Source: an optimization exercise on an open RTL-to-GDS flow (aim: small area and a short achievable clock period). Production flows keep margins and buffers that such runs may drop. RTL that was checked went through simulation tests only; none was proved equivalent to the original. Power is estimated from default activity; no workload was simulated.

==> try-juniper: inputs <==
==> flow/design.v <==
package sdn_parser_pkg;
    localparam int PRS_DATA_W       = 512;
    localparam int PRS_OFFSET_W     = 32;
    localparam int DEP_FIELD_W      = 128;
    localparam int HEAD_FIELD_LEN_W = 9;
    localparam int FILL_W = $clog2(PRS_DATA_W) + 1;
    localparam int BITS_W = HEAD_FIELD_LEN_W + 1;
    localparam int EXT_W  = PRS_DATA_W + DEP_FIELD_W;
    localparam int SPILL_W = DEP_FIELD_W - 1;
endpackage
import sdn_parser_pkg::*;
module sdn_deparser_bit_packer
(
    input  logic [DEP_FIELD_W-1:0]      field,
    input  logic [FILL_W-2:0]           amt,
    output logic [PRS_DATA_W-1:0]       rot
);
    logic [PRS_DATA_W-1:0] stg [0:FILL_W-1];
    assign stg[0] = {{(PRS_DATA_W-DEP_FIELD_W){1'b0}}, field};
    for (genvar k = 0; k < FILL_W-1; k++) begin : g_stage
        assign stg[k+1] = amt[k] ? {stg[k][(1<<k)-1:0], stg[k][PRS_DATA_W-1:(1<<k)]}
                                 : stg[k];
    end
    assign rot = stg[FILL_W-1];
endmodule
import sdn_parser_pkg::*;
module sdn_deparser_emission_core
(
    input  logic                        clk,
    input  logic                        resetn,
    input  logic [PRS_OFFSET_W-1:0]     dep_start_addr_i,
    input  logic [DEP_FIELD_W-1:0]      dep_field_data_i,
    input  logic [HEAD_FIELD_LEN_W-1:0] dep_field_len_i,
    input  logic                        dep_field_valid_i,
    input  logic                        dep_field_last_i,
    output logic                        dep_field_ready_o,
    output logic [PRS_DATA_W-1:0]       dep_data_word_o,
    output logic                        dep_data_valid_o,
    input  logic                        dep_data_ready_i,
    output logic                        dep_data_last_o,
    output logic [BITS_W-1:0]           dep_data_bits_o,
    output logic [PRS_OFFSET_W-1:0]     dep_finish_addr_o,
    output logic                        dep_finished_o,
    output logic                        dep_hold_en_o
);
    localparam int LO_W = PRS_DATA_W - SPILL_W;
    logic [PRS_DATA_W-1:0]       word_q;
    logic [PRS_DATA_W-1:LO_W]    spill_q;
    logic                        acc_w_q;
    logic                        acc_r_q;
    logic [FILL_W-2:0]           fill_q;
    logic                        flush_q;
    logic                        valid_q;
    logic                        last_q;
    logic [BITS_W-1:0]           bits_q;
    logic                        in_hdr_q;
    logic [PRS_OFFSET_W-1:0]     addr_q;
    logic [PRS_OFFSET_W-1:0]     finish_addr_q;
    logic                        finished_q;
    logic                        defer_q;
    logic                        big;
    logic [7:0]                  field_n;
    logic [DEP_FIELD_W-1:0]      masked;
    logic [FILL_W-1:0]           sum;
    logic                        done;
    logic                        rem_zero;
    logic                        sum_zero;
    logic [PRS_DATA_W-1:0]       rot;
    logic                        field_ready;
    logic                        accept;
    logic                        out_fire;
    logic                        flush_fire;
    logic                        load;
    logic                        last_hs;
    logic                        zero_done;
    logic [PRS_OFFSET_W-1:0]     done_addr;
    assign big     = dep_field_len_i[8] | dep_field_len_i[7];
    assign field_n = {big, dep_field_len_i[6:0] & {7{~big}}};
    always_comb begin
        for (int j = 0; j < DEP_FIELD_W; j++)
            masked[j] = dep_field_data_i[j] & !flush_q & (big | (7'(j) < dep_field_len_i[6:0]));
    end
    assign sum      = {1'b0, fill_q} + {2'b0, field_n};
    assign done     = sum[FILL_W-1];
    assign rem_zero = (sum[FILL_W-2:0] == '0);
    assign sum_zero = rem_zero & !done;
    sdn_deparser_bit_packer u_packer (
        .field (masked),
        .amt   (sum[FILL_W-2:0]),
        .rot   (rot)
    );
    assign field_ready = !flush_q && (!valid_q || dep_data_ready_i);
    assign out_fire    = valid_q && dep_data_ready_i;
    assign accept      = field_ready && dep_field_valid_i;
    assign flush_fire  = flush_q && out_fire;
    assign load        = accept || flush_fire;
    assign last_hs     = out_fire && last_q;
    assign zero_done   = accept && dep_field_last_i && sum_zero;
    assign done_addr   = (in_hdr_q ? addr_q : dep_start_addr_i) + PRS_OFFSET_W'(field_n);
    logic keep_w;
    logic take_r;
    logic take_hi;
    assign keep_w  = !load || acc_w_q;
    assign take_r  = load && acc_r_q;
    assign take_hi = load && !done;
    always_ff @(posedge clk) begin
        for (int i = 0; i < LO_W; i++)
            word_q[i] <= (keep_w & word_q[i]) | (load & rot[i]);
        for (int i = LO_W; i < PRS_DATA_W; i++)
            word_q[i] <= (keep_w & word_q[i]) | (take_r & spill_q[i]) | (take_hi & rot[i]);
        if (accept)
            spill_q <= rot[PRS_DATA_W-1:LO_W];
    end
    always_ff @(posedge clk) begin
        if (load) begin
            if (flush_fire) begin
                bits_q <= BITS_W'(fill_q);
                last_q <= 1'b1;
            end else if (done) begin
                bits_q <= BITS_W'(PRS_DATA_W);
                last_q <= dep_field_last_i && rem_zero;
            end else begin
                bits_q <= BITS_W'(sum);
                last_q <= 1'b1;
            end
        end
        if (accept)
            addr_q <= done_addr;
        finish_addr_q <= (defer_q || last_hs) ? addr_q : done_addr;
    end
    always_ff @(posedge clk or negedge resetn) begin
        if (!resetn) begin
            acc_w_q    <= 1'b0;
            acc_r_q    <= 1'b0;
            fill_q     <= '0;
            flush_q    <= 1'b0;
            valid_q    <= 1'b0;
            in_hdr_q   <= 1'b0;
            finished_q <= 1'b0;
            defer_q    <= 1'b0;
        end else begin
            if (out_fire)
                valid_q <= 1'b0;
            if (flush_fire) begin
                flush_q <= 1'b0;
                valid_q <= 1'b1;
                fill_q  <= '0;
                acc_w_q <= 1'b0;
                acc_r_q <= 1'b0;
            end
            if (accept) begin
                in_hdr_q <= !dep_field_last_i;
                acc_w_q  <= !done && !dep_field_last_i;
                acc_r_q  <= done;
                fill_q   <= (!done && dep_field_last_i) ? '0 : sum[FILL_W-2:0];
                if (done) begin
                    valid_q <= 1'b1;
                    flush_q <= dep_field_last_i && !rem_zero;
                end else if (dep_field_last_i && !sum_zero) begin
                    valid_q <= 1'b1;
                end
            end
            finished_q <= defer_q || last_hs || zero_done;
            defer_q    <= (defer_q || last_hs) && zero_done;
        end
    end
    assign dep_field_ready_o = field_ready;
    assign dep_hold_en_o     = !field_ready;
    assign dep_data_word_o   = word_q;
    assign dep_data_valid_o  = valid_q;
    assign dep_data_last_o   = last_q;
    assign dep_data_bits_o   = bits_q;
    assign dep_finish_addr_o = finish_addr_q;
    assign dep_finished_o    = finished_q;
endmodule
==> flow/run.sh <==
#!/bin/bash
# synth_recipe.tcl (not shown) runs the flow's synth.tcl, then flattens the netlist and writes it again
# the make line also repeats each setting of config.mk as NAME=value (left out here)
make -C /OpenROAD-flow-scripts/flow DESIGN_CONFIG=/design/flow/config.mk WORK_HOME=/design/flow/orfs CLKGATE_MAP_FILE= SYNTH_SCRIPT=/design/flow/synth_recipe.tcl finish
==> flow/config.mk <==
export PLATFORM = sky130hd
export DESIGN_NAME = sdn_deparser_emission_core
export DESIGN_NICKNAME = sdn_deparser_emission_core
export VERILOG_FILES = /design/flow/design.v
export SDC_FILE = /design/flow/constraint.sdc
export NUM_CORES = 4
export LEC_CHECK = 0
export CAP_MARGIN = 20
export CORE_MARGIN = 2
export CORE_UTILIZATION = 25
export SETUP_SLACK_MARGIN = 3.0
export SLEW_MARGIN = 20
==> flow/constraint.sdc <==
create_clock -name core_clock -period 8.0 [get_ports {clk}]
set_input_delay 1.6000 -clock core_clock [delete_from_list [all_inputs] [get_ports {clk}]]
set_output_delay 1.6000 -clock core_clock [all_outputs]
set_load 0.01 [all_outputs]
==> try-quartz (differences from try-juniper) <==
--- a/flow/design.v
+++ b/flow/design.v
@@ -97,17 +97,13 @@
     assign last_hs     = out_fire && last_q;
     assign zero_done   = accept && dep_field_last_i && sum_zero;
     assign done_addr   = (in_hdr_q ? addr_q : dep_start_addr_i) + PRS_OFFSET_W'(field_n);
-    logic keep_w;
-    logic take_r;
-    logic take_hi;
-    assign keep_w  = !load || acc_w_q;
-    assign take_r  = load && acc_r_q;
-    assign take_hi = load && !done;
     always_ff @(posedge clk) begin
-        for (int i = 0; i < LO_W; i++)
-            word_q[i] <= (keep_w & word_q[i]) | (load & rot[i]);
-        for (int i = LO_W; i < PRS_DATA_W; i++)
-            word_q[i] <= (keep_w & word_q[i]) | (take_r & spill_q[i]) | (take_hi & rot[i]);
+        if (load) begin
+            for (int i = 0; i < LO_W; i++)
+                word_q[i] <= (acc_w_q & word_q[i]) | rot[i];
+            for (int i = LO_W; i < PRS_DATA_W; i++)
+                word_q[i] <= (acc_w_q & word_q[i]) | (acc_r_q & spill_q[i]) | (rot[i] & !done);
+        end
         if (accept)
             spill_q <= rot[PRS_DATA_W-1:LO_W];
     end
--- a/flow/config.mk
+++ b/flow/config.mk
@@ -8,5 +8,5 @@
 export CAP_MARGIN = 20
 export CORE_MARGIN = 2
 export CORE_UTILIZATION = 25
-export SETUP_SLACK_MARGIN = 3.0
+export SETUP_SLACK_MARGIN = 0.2
 export SLEW_MARGIN = 20
==> flow_summary.yaml <==
pwr:
  power.leakage_nw: 24.0
  pg_seq_mw: 7.04
cells_and_area:
  nNonClkBuffers: 1291
  nonClkBufAreaFrac_pct: 19.1
  area_growth_pct: 47.1
run_status:
  outcome: "timing/DRC/antenna clean"
detailed_routing:
  num_vias: 57800
synth:
  synthAdderAreaFrac_pct: 0.204
  synth_top_area_cell: "dfxtp_1"
-- figures above: try-juniper

==> flow_summary.yaml <==
cells_and_area:
  nonClkBufAreaFrac_pct: 16.4
  area_growth_pct: 29.6
  nNonClkBuffers: 1167
  fillers: 20900
  multi_input_gates: 3999
clock_network:
  htreeDepth: 3
pwr:
  power.leakage_nw: 23.1
  pg_seq_mw: 9.39
detailed_routing:
  met3_length_mm: 38.9
run_status:
  outcome: "timing/DRC/antenna clean"
synth:
  synthAdderAreaFrac_pct: 0.242
  synth_top_area_cell: "edfxtp_1"
  yosysSeqAreaShare_pct: 41.7
-- figures above: try-quartz

Only the layout flow was run in try-juniper; the RTL was not checked for function there.

==> job 7553 <==
sdn_deparser_emission_core, a different RTL version from the one above (not shown whole).
clock: 8.0 ns
lec_check: 0
abc_area: 1
cap_margin: 20
core_margin: 2
core_utilization: 45
slew_margin: 20
standard.sh (not shown) runs the stock make flow with config.mk's settings and CLKGATE_MAP_FILE= SYNTH_SCRIPT=/design/flow/synth_recipe.tcl, a recipe that flattens the netlist after the stock synthesis.
==> flow/flow/run.sh <==
#!/bin/bash
# The standard layout with two changes:
# - the port buffers are the smallest buffer (sky130_fd_sc_hd__buf_1) instead of
#   the resizer's default pick; timing repair upsizes the ones on critical paths;
# - timing repair aims at 3.5 ns of setup slack up to clock tree synthesis, and
#   at 0.5 ns after global routing.
set -euo pipefail
export BUFFER_PORTS_ARGS="-buffer_cell sky130_fd_sc_hd__buf_1"
SETUP_SLACK_MARGIN=3.5 bash standard.sh cts > standard_cts.log 2>&1
SETUP_SLACK_MARGIN=0.5 bash standard.sh finish > standard_finish.log 2>&1
==> job 4045 (differences from job 7553) <==
--- a/flow/design.v
+++ b/flow/design.v
@@ -71,10 +71,11 @@
     logic [PRS_DATA_W-1:0]       word_q;
     logic [PRS_DATA_W-1:LO_W]    spill_q;
     logic                        acc_w_q;
     logic                        acc_r_q;
     logic [FILL_W-2:0]           fill_q;
+    logic [FILL_W-2:0]           fill_n_q;
     logic                        flush_q;
     logic                        valid_q;
     logic                        last_q;
     logic [BITS_W-1:0]           bits_q;
     logic                        in_hdr_q;
@@ -112,14 +113,16 @@
     logic [FILL_W-1:0] sum_small;
     logic [FILL_W-1:0] sum_big;
     logic [6:0]        pg_g [0:3];
     logic [6:0]        pg_p [0:3];
     logic [7:0]        cy;
+    logic [6:0] pg_x;
     always_comb begin
         for (int i = 0; i < 7; i++) begin
             pg_g[0][i] = fill_q[i] & dep_field_len_i[i];
-            pg_p[0][i] = fill_q[i] ^ dep_field_len_i[i];
+            pg_p[0][i] = fill_q[i] | dep_field_len_i[i];
+            pg_x[i]    = !(fill_n_q[i] ^ dep_field_len_i[i]);
         end
         for (int l = 0; l < 3; l++)
             for (int i = 0; i < 7; i++) begin
                 if (i >= (1 << l)) begin
                     pg_g[l+1][i] = pg_g[l][i] | (pg_p[l][i] & pg_g[l][i - (1 << l)]);
@@ -131,13 +134,13 @@
             end
         cy[0] = 1'b0;
         for (int i = 0; i < 7; i++)
             cy[i+1] = pg_g[3][i];
         for (int i = 0; i < 7; i++)
-            sum_small[i] = pg_p[0][i] ^ cy[i];
-        sum_small[7] = fill_q[7] ^ cy[7];
-        sum_small[8] = fill_q[8] ^ (fill_q[7] & cy[7]);
+            sum_small[i] = pg_x[i] ^ cy[i];
+        sum_small[7] = !(fill_n_q[7] ^ cy[7]);
+        sum_small[8] = !(fill_n_q[8] ^ (fill_q[7] & cy[7]));
         sum_small[9] = fill_q[8] & fill_q[7] & cy[7];
     end
     assign sum_big   = {fill_q[8] & fill_q[7], fill_q[8] ^ fill_q[7], !fill_q[7], fill_q[6:0]};
     assign sum       = big ? sum_big : sum_small;
     assign done     = sum[FILL_W-1];
@@ -236,10 +239,11 @@
     always_ff @(posedge clk or negedge resetn) begin
         if (!resetn) begin
             acc_w_q    <= 1'b0;
             acc_r_q    <= 1'b0;
             fill_q     <= '0;
+            fill_n_q   <= '1;
             flush_q    <= 1'b0;
             valid_q    <= 1'b0;
             in_hdr_q   <= 1'b0;
             finished_q <= 1'b0;
             defer_q    <= 1'b0;
@@ -248,18 +252,20 @@
                 valid_q <= 1'b0;
             if (flush_fire) begin
                 flush_q <= 1'b0;
                 valid_q <= 1'b1;
                 fill_q  <= '0;
+                fill_n_q <= '1;
                 acc_w_q <= 1'b0;
                 acc_r_q <= 1'b0;
             end
             if (accept) begin
                 in_hdr_q <= !dep_field_last_i;
                 acc_w_q  <= !done && !dep_field_last_i;
                 acc_r_q  <= done;
                 fill_q   <= (!done && dep_field_last_i) ? '0 : sum[FILL_W-2:0];
+                fill_n_q <= (!done && dep_field_last_i) ? '1 : ~sum[FILL_W-2:0];
                 if (done) begin
                     valid_q <= 1'b1;
                     flush_q <= dep_field_last_i && !rem_zero;
                 end else if (dep_field_last_i && !sum_zero) begin
                     valid_q <= 1'b1;
==> flow/flow/run.sh (replaced) <==
#!/bin/bash
# The standard layout, except that the port buffers are the smallest buffer
# (sky130_fd_sc_hd__buf_1) instead of the resizer's default pick; timing repair
# upsizes the ones on critical paths.
set -euo pipefail
export BUFFER_PORTS_ARGS="-buffer_cell sky130_fd_sc_hd__buf_1"
bash standard.sh > standard.log 2>&1
Settings changed: CORE_UTILIZATION 45 to 30, SETUP_SLACK_MARGIN set to 4.25.
==> results.txt <==
| item | job 4045 | job 7553 |
|---|---|---|
| Result of the run | timing/DRC/antenna clean | timing/DRC/antenna clean |
| Average size of a mapped cell | 6.30 sq um | 6.27 sq um |
| Complex-gate fraction of the synthesized area | 0.0698 | 0.0708 |
| Final design utilization | 0.440 | 0.522 |
| DR WL met2 | 142000 microns | 112000 microns |
| Post-cts repair resize count | 1148 | 214 |
| Violation count after the first detailed-routing iteration | 10.6k | 10.3k |
| Aggregate routed wire length | 366000 microns | 279000 microns |
| Number of tap cells added at floorplan | 2044 | 1368 |
| Final worst slack | 3.93 ns | 2.83 ns |
| Number of nets in the layout | 8228 | 7841 |
| Clock Sinks | 739 | 730 |
| Global Route met2 Usage | 0.583 | 0.738 |

==> inputs of trial 60 <==
sdn_deparser_emission_core again, from the RTL that the note above started with.
==> flow/config.mk <==
export PLATFORM = sky130hd
export DESIGN_NAME = sdn_deparser_emission_core
export DESIGN_NICKNAME = sdn_deparser_emission_core
export VERILOG_FILES = /design/flow/design.v
export SDC_FILE = /design/flow/constraint.sdc
export NUM_CORES = 4
export LEC_CHECK = 0
export ABC_AREA = 1
export CAP_MARGIN = 20
export CORE_MARGIN = 2
export CORE_UTILIZATION = 45
export SETUP_SLACK_MARGIN = 3.5
export SLEW_MARGIN = 20
==> flow/constraint.sdc <==
create_clock -name core_clock -period 8.0 [get_ports {clk}]
set_input_delay 1.6000 -clock core_clock [delete_from_list [all_inputs] [get_ports {clk}]]
set_output_delay 1.6000 -clock core_clock [all_outputs]
set_load 0.01 [all_outputs]
==> flow/flow/run.sh <==
#!/bin/bash
# The standard layout, except that the port buffers are the smallest buffer
# (sky130_fd_sc_hd__buf_1) instead of the resizer's default pick; timing repair
# upsizes the ones on critical paths.
set -euo pipefail
export BUFFER_PORTS_ARGS="-buffer_cell sky130_fd_sc_hd__buf_1"
bash standard.sh > standard.log 2>&1
==> trial 88 (differences from trial 60) <==
--- a/flow/design.v
+++ b/flow/design.v
@@ -69,14 +69,15 @@
 );
     localparam int LO_W = PRS_DATA_W - SPILL_W;
     logic [PRS_DATA_W-1:0]       word_q;
     logic [PRS_DATA_W-1:LO_W]    spill_q;
     logic                        acc_w_q;
     logic                        acc_r_q;
     logic [FILL_W-2:0]           fill_q;
+    logic [FILL_W-2:0]           fill_n_q;
     logic                        flush_q;
     logic                        valid_q;
     logic                        last_q;
     logic [BITS_W-1:0]           bits_q;
     logic                        in_hdr_q;
     logic [PRS_OFFSET_W-1:0]     addr_q;
     logic [PRS_OFFSET_W-1:0]     finish_addr_q;
@@ -110,18 +111,20 @@
             masked[j] = dep_field_data_i[j] & accept & (big | len_gt[j]);
     end
     logic [FILL_W-1:0] sum_small;
     logic [FILL_W-1:0] sum_big;
     logic [6:0]        pg_g [0:3];
     logic [6:0]        pg_p [0:3];
     logic [7:0]        cy;
+    logic [6:0] pg_x;
     always_comb begin
         for (int i = 0; i < 7; i++) begin
             pg_g[0][i] = fill_q[i] & dep_field_len_i[i];
-            pg_p[0][i] = fill_q[i] ^ dep_field_len_i[i];
+            pg_p[0][i] = fill_q[i] | dep_field_len_i[i];
+            pg_x[i]    = !(fill_n_q[i] ^ dep_field_len_i[i]);
         end
         for (int l = 0; l < 3; l++)
             for (int i = 0; i < 7; i++) begin
                 if (i >= (1 << l)) begin
                     pg_g[l+1][i] = pg_g[l][i] | (pg_p[l][i] & pg_g[l][i - (1 << l)]);
                     pg_p[l+1][i] = pg_p[l][i] & pg_p[l][i - (1 << l)];
                 end else begin
@@ -129,17 +132,17 @@
                     pg_p[l+1][i] = pg_p[l][i];
                 end
             end
         cy[0] = 1'b0;
         for (int i = 0; i < 7; i++)
             cy[i+1] = pg_g[3][i];
         for (int i = 0; i < 7; i++)
-            sum_small[i] = pg_p[0][i] ^ cy[i];
-        sum_small[7] = fill_q[7] ^ cy[7];
-        sum_small[8] = fill_q[8] ^ (fill_q[7] & cy[7]);
+            sum_small[i] = pg_x[i] ^ cy[i];
+        sum_small[7] = !(fill_n_q[7] ^ cy[7]);
+        sum_small[8] = !(fill_n_q[8] ^ (fill_q[7] & cy[7]));
         sum_small[9] = fill_q[8] & fill_q[7] & cy[7];
     end
     assign sum_big   = {fill_q[8] & fill_q[7], fill_q[8] ^ fill_q[7], !fill_q[7], fill_q[6:0]};
     assign sum       = big ? sum_big : sum_small;
     assign done     = sum[FILL_W-1];
     assign rem_zero = (sum[FILL_W-2:0] == '0);
     assign sum_zero = rem_zero & !done;
@@ -234,34 +237,37 @@
         finish_addr_q <= (defer_q || last_hs) ? addr_q : done_addr;
     end
     always_ff @(posedge clk or negedge resetn) begin
         if (!resetn) begin
             acc_w_q    <= 1'b0;
             acc_r_q    <= 1'b0;
             fill_q     <= '0;
+            fill_n_q   <= '1;
             flush_q    <= 1'b0;
             valid_q    <= 1'b0;
             in_hdr_q   <= 1'b0;
             finished_q <= 1'b0;
             defer_q    <= 1'b0;
         end else begin
             if (out_fire)
                 valid_q <= 1'b0;
             if (flush_fire) begin
                 flush_q <= 1'b0;
                 valid_q <= 1'b1;
                 fill_q  <= '0;
+                fill_n_q <= '1;
                 acc_w_q <= 1'b0;
                 acc_r_q <= 1'b0;
             end
             if (accept) begin
                 in_hdr_q <= !dep_field_last_i;
                 acc_w_q  <= !done && !dep_field_last_i;
                 acc_r_q  <= done;
                 fill_q   <= (!done && dep_field_last_i) ? '0 : sum[FILL_W-2:0];
+                fill_n_q <= (!done && dep_field_last_i) ? '1 : ~sum[FILL_W-2:0];
                 if (done) begin
                     valid_q <= 1'b1;
                     flush_q <= dep_field_last_i && !rem_zero;
                 end else if (dep_field_last_i && !sum_zero) begin
                     valid_q <= 1'b1;
                 end
             end
Settings changed: CORE_UTILIZATION 45 to 30, SETUP_SLACK_MARGIN 3.5 to 4.0.
==> qor summary <==
quantity                                                                              trial 88                 trial 60
Status                                                                 complete, no violations  complete, no violations
Capture endpoint of the worst hold path                                            word_q[132]              word_q[163]
Routability congestion estimate                                                           1.10                     1.14
Number of inverters outside the clock class in the layout                                  499                      510
Register fraction of the total cell area                                                 25.1%                    27.5%
Worst-case setup margin in the final layout                                            3.73 ns                  3.40 ns
Register area                                                                     15,400 sq um             15,100 sq um
Reg power frac                                                                           18.7%                    21.3%
Maximum fanout along the worst path                                                         12                       17
Worst Reg2Reg Path Length in Cells                                                          15                       17
Critical path startpoint                                                    dep_field_len_i[2]       dep_field_len_i[3]
Flip-flop and latch count                                                                  739                      730
Count of cell types in the netlist                                                          51                       44
Slowest cell on crit path                                                              o21ai_1                  nand2_1
Met1 global-route usage                                                                  52.7%                    61.2%
Power attributed to sequential cells                                                   7.04 mW                  6.95 mW
Internal power component                                                               14.7 mW                  13.2 mW
Worst flop-to-flop path endpoint                                                   word_q[502]              word_q[504]
Total Routed Length                                                                 363,000 um               288,000 um
Hold_ws                                                                               0.450 ns                 0.451 ns
Routed wl met2                                                                      143,000 um               115,000 um
HP Start                                                                           word_q[132]              word_q[163]
Parity-gate share of the synthesized area counting xor and xnor cells                   0.634%                   0.590%
Final nets                                                                               8,116                    7,897
Met1 WL                                                                             136,000 um               102,000 um
Share of synthesized area spent on multiplexers                                        0.0642%                  0.0437%

## separate check: timing with driven ports
Ports are ideal in the flow. The routed layouts listed here were re-timed in OpenROAD. Step 1, drivers: a clkbuf_16 drives clk and a buf_2 each remaining input, both assumed. Step 2 also shifts input and output timing later by t, the mid clock arrival at the registers, as if the neighbouring blocks saw the same clock. Three values: no drivers, after step 1, after step 2; two values: the first two.
| run | t (ns) | slack for setup (ns) | worst setup path after step 2 | clock arrival spread, ns |
|---|---|---|---|---|
| try-juniper | 0.802 | 2.853 / 2.907 / 2.105 | input to register | 0.060 / 0.060 |
| try-quartz | 0.833 | 1.098 / 1.163 / 0.331 | input to register | 0.101 / 0.101 |
| job 7553 | 0.778 | 2.831 / 2.896 / 2.118 | input to register | 0.045 / 0.045 |
| job 4045 | 0.830 | 3.934 / 3.994 / 3.164 | input to register | 0.041 / 0.042 |
| trial 60 | 0.778 | 3.401 / 3.466 / 2.688 | input to register | 0.043 / 0.044 |
| trial 88 | 0.831 | 3.727 / 3.797 / 2.966 | input to register | 0.063 / 0.062 |
After both steps every run listed still meets setup and hold. For job 4045, which loses most, drivers alone change the setup slack by +0.060 ns; drivers and shift together by -0.770 ns.
